This design comes from an exercise in tuning for small area and a short achievable clock period on the open sky130 flow, not from production work.
The RTL was checked by simulation tests, not by an equivalence proof against the original design.
Power and IR drop assume default switching activity.

## default_peripheral_system
module default_peripheral_system (
	input  logic        clock,
	input  logic        rst,
	input  logic        irq_cfg_req,
	input  logic [5:0]  irq_cfg_entry,
	input  logic        irq_cfg_valid,
	input  logic        irq_cfg_mask,
	input  logic [1:0]  irq_cfg_level,
	input  logic        req,
	input  logic        rw,
	input  logic [31:0] addr,
	input  logic [31:0] wdata,
	output logic        busy,
	output logic        valid,
	output logic [31:0] rdata,
	output logic        irq_req,
	output logic [5:0]  irq_num,
	input  logic        irq_ack,
	input  logic [63:0] irq_src,
	output logic        sci_txd,
	input  logic        sci_rxd
);
For scale: ~2200 cells after synthesis, ~450 flip-flops, ~190 I/O pins.
clock: 85.0 ns
lec_check: 0
cap_margin: 20
core_margin: 2
core_utilization: 65
place_density: 0.75
slew_margin: 20
standard.sh (not shown) runs the stock make flow with config.mk's settings and CLKGATE_MAP_FILE= SYNTH_SCRIPT=/design/flow/synth_recipe.tcl, a recipe that flattens the netlist after the stock synthesis.
==> flow/flow/run.sh <==
#!/bin/bash
# Standard layout, with plain buffers on the ports and a lighter clock tree
# (no dummy loads, larger sink clusters).
set -euo pipefail
export BUFFER_PORTS_ARGS="-buffer_cell sky130_fd_sc_hd__buf_1"
export CTS_ARGS="-sink_clustering_enable -repair_clock_nets -dont_use_dummy_load -buf_list {sky130_fd_sc_hd__clkbuf_8 sky130_fd_sc_hd__clkbuf_16} -sink_clustering_size 30 -sink_clustering_max_diameter 80"
bash standard.sh > standard.log 2>&1
The starting point completed with no timing, DRC or antenna violations.
Change:
CORE_UTILIZATION = 40   (was 65)
PLACE_DENSITY = unset   (was 0.75)
Outcome: Area after synthesis is unchanged; critical path depth stays the same; power increases by about 7%.
Change:
==> flow/flow/run.sh (replaced) <==
#!/bin/bash
# Standard layout, with plain buffers on the ports and a lighter clock tree
# (no dummy loads, larger sink clusters).
set -euo pipefail
export BUFFER_PORTS_ARGS="-buffer_cell sky130_fd_sc_hd__buf_1"
export CTS_ARGS="-sink_clustering_enable -repair_clock_nets -dont_use_dummy_load -buf_list {sky130_fd_sc_hd__clkbuf_16} -sink_clustering_size 24 -sink_clustering_max_diameter 60"
bash standard.sh > standard.log 2>&1
CORE_UTILIZATION = 65   (was 40)
PLACE_DENSITY = 0.75   (was unset)
Via count rises slightly.
Sequential share of layout area rises by 0.51 points.
Routed wire length falls by a little under a tenth.
Hold slack is worse by 0.049 ns.
Worst setup slack is better by 0.063 ns.

========
Starting RTL as in the previous note.
==> flow/config.mk <==
export PLATFORM = sky130hd
export DESIGN_NAME = default_peripheral_system
export DESIGN_NICKNAME = default_peripheral_system
export VERILOG_FILES = /design/flow/design.v
export SDC_FILE = /design/flow/constraint.sdc
export NUM_CORES = 4
export LEC_CHECK = 0
export CAP_MARGIN = 20
export CORE_MARGIN = 2
export CORE_UTILIZATION = 40
export CTS_BUF_LIST = sky130_fd_sc_hd__clkbuf_4 sky130_fd_sc_hd__clkbuf_8
export SLEW_MARGIN = 20
==> flow/constraint.sdc <==
create_clock -name core_clock -period 85.0 [get_ports {clock}]
set_input_delay 17.0000 -clock core_clock [delete_from_list [all_inputs] [get_ports {clock}]]
set_output_delay 17.0000 -clock core_clock [all_outputs]
set_load 0.01 [all_outputs]
==> flow/flow/run.sh <==
#!/bin/bash
# Standard layout, with plain buffers on the ports.
set -euo pipefail
export BUFFER_PORTS_ARGS="-buffer_cell sky130_fd_sc_hd__buf_1"
bash standard.sh > standard.log 2>&1
Next try:
==> flow/flow/run.sh (replaced) <==
#!/bin/bash
set -euo pipefail
export BUFFER_PORTS_ARGS="-buffer_cell sky130_fd_sc_hd__buf_1"
export CTS_ARGS="-sink_clustering_enable -repair_clock_nets -dont_use_dummy_load -buf_list {sky130_fd_sc_hd__clkbuf_8 sky130_fd_sc_hd__clkbuf_16} -sink_clustering_size 30 -sink_clustering_max_diameter 80"
export SETUP_SLACK_MARGIN=67.3
export SETUP_MOVE_SEQUENCE="sizeup,swap"
bash standard.sh > standard.log 2>&1
- CORE_UTILIZATION: 40 -> 65
- CTS_BUF_LIST: sky130_fd_sc_hd__clkbuf_4 sky130_fd_sc_hd__clkbuf_8 -> not set
- PLACE_DENSITY: not set -> 0.75
Result: Combinational power rises by a few percent. Critical path depth does not change. Setup slack improved by 0.18 ns. Final area went down by a few percent. Via count is lower slightly. Die area is lower by well over a third.
Next try:
==> flow/flow/run.sh (replaced) <==
#!/bin/bash
set -euo pipefail
export BUFFER_PORTS_ARGS="-buffer_cell sky130_fd_sc_hd__buf_1"
export SETUP_SLACK_MARGIN=67
bash standard.sh > standard.log 2>&1
- CORE_UTILIZATION: 65 -> 40
- PLACE_DENSITY: 0.75 -> not set
Result:
- power rose by about 32%
- critical path depth does not change
- worst setup slack improves by 0.074 ns
- global-route usage fell by 10 points
- synthesized area stays the same
- via count rose by 2.3%

========
run A:
Another version of the RTL of default_peripheral_system (not shown whole).
Size in the first run: about 1800 cells after synthesis, roughly 450 flip-flops, ~0.019 mm2 of cells after synthesis.
export LEC_CHECK = 0
export CAP_MARGIN = 20
export CORE_MARGIN = 2
export CORE_UTILIZATION = 65
export PLACE_DENSITY = 0.75
export SLEW_MARGIN = 70
create_clock -name core_clock -period 85.0 [get_ports {clock}]
==> flow/flow/run.sh <==
#!/bin/bash
# The standard layout (standard.sh) with these changes:
# - synthesis maps the logic with an area-oriented ABC script (flow/abc_area.script,
#   used in place of ORFS's abc_speed.script); the flops and their names are the
#   standard synthesis's, as only the combinational logic goes through ABC;
# - the ports get plain buf_1 buffers instead of the delay cell buffer_ports picks;
# - clock tree synthesis without dummy loads and with larger sink clusters.
# Each step's full output is in the logs under orfs/logs and in *.log here.
set -euo pipefail
here=$(pwd)
rm -rf "$here/abc_scripts"
cp -r "$FLOW_HOME/scripts" "$here/abc_scripts"
cp "$here/flow/abc_area.script" "$here/abc_scripts/abc_speed.script"
export BUFFER_PORTS_ARGS="-buffer_cell sky130_fd_sc_hd__buf_1"
export CTS_ARGS="-sink_clustering_enable -repair_clock_nets -dont_use_dummy_load -buf_list {sky130_fd_sc_hd__clkbuf_8 sky130_fd_sc_hd__clkbuf_16} -sink_clustering_size 30 -sink_clustering_max_diameter 80"
SCRIPTS_DIR="$here/abc_scripts" bash standard.sh synth > synth.log 2>&1
bash standard.sh > standard.log 2>&1
==> flow/flow/abc_area.script <==
&get -n
&st
&deepsyn -T 60
&dch -f
&nf -R 1000 -p -F 8 -A 4 -a
&st
&deepsyn -T 60
&dch -f
&nf -R 1000 -p -F 8 -A 4 -a
&put
buffer -c
topo
stime -c
upsize -c
dnsize -c
[inputs] run B vs run A
Settings: swapping 70 for 20 in SLEW_MARGIN.
Findings:
- Compared with run A, run B shows a growth of design area from synthesis to finish that is 1.8 points lower.
- Run B vs run A: first-pass GRT wire length down
- Compared with run A, in run B post-layout worst setup margin moved down, total of clock buffers placed in the layout moved up, total iterations of the first detailed-routing run moved up, non-clock buffer count moved down.
- On final period utilization, run B and run A are neck and neck.
- Detailed-routed wire length on met2 shrinks slightly when moving from run A to run B.
- Fraction of met3 tracks used by global routing, run B and run A: larger value in run A
- Re wire length: run B and run A aren't equal, and the higher value belongs to run A.
Modified inputs, run C compared to run B
Settings: PLACE_DENSITY changed from 0.75 to 0.88; CORE_UTILIZATION changed from 65 to 80.
Findings:
- When the final numbers for run C and run B were put side by side, the critical path depth turned out to be smaller in run B.
- Changes observed in run C relative to run B: number of placed instances, taps included shows a reduction of 65; largest fanout on the critical path shows a reduction of 12; wire length of the first global-routing pass shows an increase of 2.6%; ratio of routed vias to standard cells shows an increase of 9.2%; time the worst path needs with I/O delays and setup shows an increase of 0.45 ns.
- Looking only at register-to-register slack, and setting everything else aside, the higher value of run C and run B goes to run C.
Edits applied to the flow inputs when going from run C to run D:
Settings: PLACE_DENSITY changed from 0.88 to 0.75; CORE_UTILIZATION changed from 80 to 65.
diff --git a/flow/flow/run.sh b/flow/flow/run.sh
--- a/flow/flow/run.sh
+++ b/flow/flow/run.sh
@@ -15,2 +15,4 @@
 export CTS_ARGS="-sink_clustering_enable -repair_clock_nets -dont_use_dummy_load -buf_list {sky130_fd_sc_hd__clkbuf_8 sky130_fd_sc_hd__clkbuf_16} -sink_clustering_size 30 -sink_clustering_max_diameter 80"
+export SETUP_SLACK_MARGIN=66.8
+export SETUP_MOVE_SEQUENCE="sizeup,swap"
 SCRIPTS_DIR="$here/abc_scripts" bash standard.sh synth > synth.log 2>&1
[summary]
Run D -> run C: flop and latch count out of synthesis flat
As far as number of nets in the layout is concerned, run C and run D perform about the same.
Relative to run C, the via count of the first global-routing pass measured on run D has decreased by a few percent.
Share of the final layout cell area in sequential cells: run D vs run C down 0.47 points
The standard cells in run D occupy more silicon area than those in run C do.
What run E does differently from run D at the input level:
Settings: swapping 65 for 70 in CORE_UTILIZATION; swapping 0.75 for 0.78 in PLACE_DENSITY.
diff --git a/flow/flow/run.sh b/flow/flow/run.sh
--- a/flow/flow/run.sh
+++ b/flow/flow/run.sh
@@ -14,5 +14,3 @@
 export BUFFER_PORTS_ARGS="-buffer_cell sky130_fd_sc_hd__buf_1"
-export CTS_ARGS="-sink_clustering_enable -repair_clock_nets -dont_use_dummy_load -buf_list {sky130_fd_sc_hd__clkbuf_8 sky130_fd_sc_hd__clkbuf_16} -sink_clustering_size 30 -sink_clustering_max_diameter 80"
-export SETUP_SLACK_MARGIN=66.8
-export SETUP_MOVE_SEQUENCE="sizeup,swap"
+export CTS_ARGS="-sink_clustering_enable -repair_clock_nets -dont_use_dummy_load -buf_list {sky130_fd_sc_hd__clkbuf_16} -sink_clustering_size 30 -sink_clustering_max_diameter 80"
 SCRIPTS_DIR="$here/abc_scripts" bash standard.sh synth > synth.log 2>&1
Notes after the runs:
Compared with run D, run E shows a lower internal power component. The initial antenna violation count number comes out lower for run E vs run D. Re number of global-route vias before repair: run E and run D aren't equal, and the higher value belongs to run E. Relative to run D, the internal reg-to-reg setup slack of run E is higher by 0.31 ns. The final reports for run E and run D show fraction of area in registers higher in the former. Compared with run D, in run E met3 routed wirelength increased by 420 um relative to the old numbers, routed wire length decreased by 0.76% relative to the old numbers. Proportion of layout cells with a drive suffix above 1 in run E is 1.5 points below run D. The run showing the greater cell leakage power is run D. The non-clock buffering overhead in the final layout on run D is in line with that on run E. Start point of the critical path: bus_ctrl_i.data_q[0] -> run D, irq_cfg_req -> run E. The timing endpoint of the critical path comes out irq_ctrl_i.enabled[52] in one run and rdata[0] in the other, namely in run E and run D respectively.

## static timing again, ports no longer ideal
In the flow no input, the clock included, has a driving cell. The finished layouts below were timed again as built, in two steps. Step 1: set_driving_cell puts a clkbuf_16 on clock and a buf_2 on each other input, an assumption about the parent block. Step 2 times the ports against the registers' clock, not the clock port: input delays grow and output delays shrink by t, the midpoint of the rising clock arrivals with the driver on. Three values: no drivers, after step 1, after step 2; two values: the first two.
run | t, ns | setup WS [ns] | worst setup path after step 2 | clock arrival spread, ns
the first run of note 1 | 0.596 | 66.714 / 66.661 / 66.146 | input to register | 0.040 / 0.040
the second run of note 1 | 0.651 | 66.609 / 66.548 / 66.134 | input to register | 0.061 / 0.061
the third run of note 1 | 0.565 | 66.672 / 66.694 / 66.139 | input to register | 0.043 / 0.042
the first run of note 2 | 0.733 | 66.536 / 66.479 / 66.107 | input to register | 0.055 / 0.056
the second run of note 2 | 0.582 | 66.713 / 66.658 / 66.534 | input to register | 0.087 / 0.087
the third run of note 2 | 0.661 | 66.787 / 66.722 / 66.267 | input to register | 0.021 / 0.021
run A | 0.589 | 66.727 / 66.672 / 66.166 | input to register | 0.061 / 0.061
run B | 0.581 | 66.642 / 66.660 / 66.091 | input to register | 0.069 / 0.069
run C | 0.593 | 66.192 / 66.224 / 65.630 | input to register | 0.017 / 0.017
run D | 0.585 | 66.730 / 66.676 / 66.237 | input to register | 0.068 / 0.068
run E | 0.581 | 66.633 / 66.646 / 66.065 | input to register | 0.053 / 0.052
After both steps every run listed still meets setup and hold.
